From an optimization exercise on the open Yosys and OpenROAD flow, aimed at small area, a short achievable clock period and few clock cycles per item; shortcuts taken in it are not production practice.
Function was checked by simulation only, so behaviour that the tests miss may differ from the original.
No activity file was given, so power comes from the tool's default toggle rates.

// quadrature_decoder_velocity_core
module quadrature_decoder_velocity_core
(
    input  wire logic      clk,
    input  wire logic      rst_n,
    input  wire logic      in_valid,
    output logic           in_stall,
    input  wire logic [35:0] in_data_bits,
    output logic           out_valid,
    input  wire logic      out_stall,
    output logic [64:0]    out_data_bits
);
make LEC_CHECK=0 CAP_MARGIN=20 CORE_MARGIN=2 CORE_UTILIZATION=62 PLACE_DENSITY=0.72 SETUP_SLACK_MARGIN=4.4 SLEW_MARGIN=20 finish   # period 8.0 ns
run.sh (not shown) runs the stock make flow with config.mk's settings and CLKGATE_MAP_FILE= SYNTH_SCRIPT=/design/flow/synth_recipe.tcl, a recipe that flattens the netlist after the stock synthesis.
Testbench counts at the start, summed over its fixed seeds: cycles 32,309, items 24,063.
Then changed:
--- a/flow/config.mk
+++ b/flow/config.mk
@@ -10,2 +10,4 @@
-export CORE_UTILIZATION = 62
-export PLACE_DENSITY = 0.72
+export CORE_UTILIZATION = 55
+export CTS_CLUSTER_DIAMETER = 100
+export CTS_CLUSTER_SIZE = 30
+export PLACE_DENSITY = 0.65
The changed run produced a clean layout.
Design area went down by a few percent.
First-iteration DRC count rises by a few percent.
Total power drops by a few percent.
Core utilization fell by 9.3 points.
Wire length climbs slightly.
Sequential power stays flat.
Non-clock buffer count increases by 7.
Synthesized cell count is unchanged.
Sequential share of layout area grows by 0.70 points.
Worst setup slack improved by 0.12 ns.

Another version of the RTL of quadrature_decoder_velocity_core (not shown whole).
For scale: about 2500 cells after synthesis, ~330 flip-flops, about 0.022 mm² of cells after synthesis.
Settings: LEC_CHECK=0, CAP_MARGIN=20, CORE_MARGIN=2, CORE_UTILIZATION=55, PLACE_DENSITY=0.65, SETUP_SLACK_MARGIN=4.55, SLEW_MARGIN=20; clock period 8.0 ns.
The baseline finished clean.
Testbench counts at the start, summed over its fixed seeds: cycles 32,309, items 24,063.
Change:
Settings changed: SETUP_SLACK_MARGIN 4.55 to 4.4.
What happened: The changed run passed the timing, design-rule and antenna checks; maximum frequency came out lower by 1.1%; worst setup slack is worse by 42 ps; via count came out lower by 2.0%; utilization shrinks by 0.63 points; worst hold slack got worse by 5.5 ps; die area stays the same; final cell count fell by 0.57%; clock power rises by about 10%; sequential power stays flat.
Change:
Settings changed: CTS_CLUSTER_DIAMETER from default to 80, CTS_CLUSTER_SIZE from default to 20.
Result: Wire length fell by 1.2%; die area stays the same; setup slack loses 51 ps; maximum frequency falls by 1.4%; final cell count falls by 1.2%; non-clock buffer count fell by 11; global-route usage falls by 0.32 points; combinational power is about the same; area after synthesis does not change.

## run A
quadrature_decoder_velocity_core with an RTL version that a note above also has.
Size: ~330 flip-flops, about 110 I/O pins, ~22,000 µm² of cells after synthesis.
clock: 8.0 ns
lec_check: 0
cap_margin: 20
core_margin: 2
core_utilization: 50
place_density: 0.62
setup_slack_margin: 4.7
slew_margin: 20
Run A finished every step from synthesis to the final layout, and the layout passed the timing, design-rule and antenna checks.
Testbench counts of run A, summed over its fixed seeds: cycles 32,309, items 24,063.
Input changes introduced in run B (baseline for comparison: run A):
- PLACE_DENSITY now 0.65, was 0.62
- CTS_CLUSTER_SIZE now 20, previously not set
- CTS_CLUSTER_DIAMETER now 80, previously not set
- SETUP_SLACK_MARGIN now 4.4, was 4.7
- CORE_UTILIZATION now 55, was 50
--- outcome ---
Compared with run A, in run B worst hold margin has decreased, met3 wire length has decreased, final area has decreased.
Here is what was changed in the inputs of run C compared with run B.
- clearing CTS_CLUSTER_SIZE, which used to be 20
- swapping 4.4 for 4.3 in SETUP_SLACK_MARGIN
- clearing CTS_CLUSTER_DIAMETER, which used to be 80
Notes after the runs:
Looking at the reports, run C completed the entire flow and the layout it produced met the timing, design-rule and antenna checks. Run C vs run B: achievable frequency down. Total wire length after detailed routing across run C and run B: no real change. In the reports for run C and run B, the smaller power consumed by combinational cells belongs to run C. Status: number of logic stages on the critical path including buffering parity (run C, run B). As far as area after synthesis is concerned, run B and run C perform about the same. Clock network power share was lower in run B than in run C. Run C against run B: final worst-path setup slack went down by 0.14 ns; routed wire length on met3 went up by 130 µm; area taken by flip-flops and latches was more or less identical; number of standard cells in the final layout excluding fillers went up by 14; minimum period implied by the final worst setup slack went up by 0.14 ns.
Modified inputs, run D compared to run C
- swapping 4.3 for 4.5 in SETUP_SLACK_MARGIN
- putting TNS_END_PERCENT at 0 where nothing was set
Run D has wire length of the first global-routing pass above what run C had. Post-layout minimum cycle time: run C and run D compared, lower one is run D. Area growth from synthesis to layout, run C and run D: smaller value in run D.

==> what the ideal ports hide <==
Ports are ideal in the flow. The routed layouts listed here were re-timed in OpenROAD. Step 1 assumes that a clkbuf_16 drives the clock port and a buf_2 every other input. Step 2 times the ports against the registers' clock, not the clock port: input delays grow and output delays shrink by t, the midpoint of the rising clock arrivals with the driver on. Slacks: ideal ports / drivers / drivers and shift; pairs: ideal ports / drivers.
run | t, ns | setup slack, ns | worst register clock-pin slew, ns
the first run of note 1 | 0.613 | 4.244 / 4.244 / 3.874 | 0.06 / 0.06
the second run of note 1 | 0.607 | 4.362 / 4.362 / 4.045 | 0.12 / 0.12
the first run of note 2 | 0.609 | 4.364 / 4.364 / 4.086 | 0.07 / 0.07
the second run of note 2 | 0.625 | 4.322 / 4.322 / 3.908 | 0.07 / 0.07
the third run of note 2 | 0.619 | 4.271 / 4.271 / 4.170 | 0.09 / 0.09
run A | 0.631 | 4.466 / 4.466 / 4.108 | 0.06 / 0.06
run B | 0.643 | 4.378 / 4.378 / 4.164 | 0.09 / 0.09
run C | 0.625 | 4.243 / 4.243 / 3.771 | 0.06 / 0.06
run D | 0.615 | 4.289 / 4.289 / 3.763 | 0.06 / 0.06
After both steps every run listed still meets setup and hold. The setup slack of run D, which loses most, moves by 0.000 ns with the drivers and by -0.526 ns with both steps.
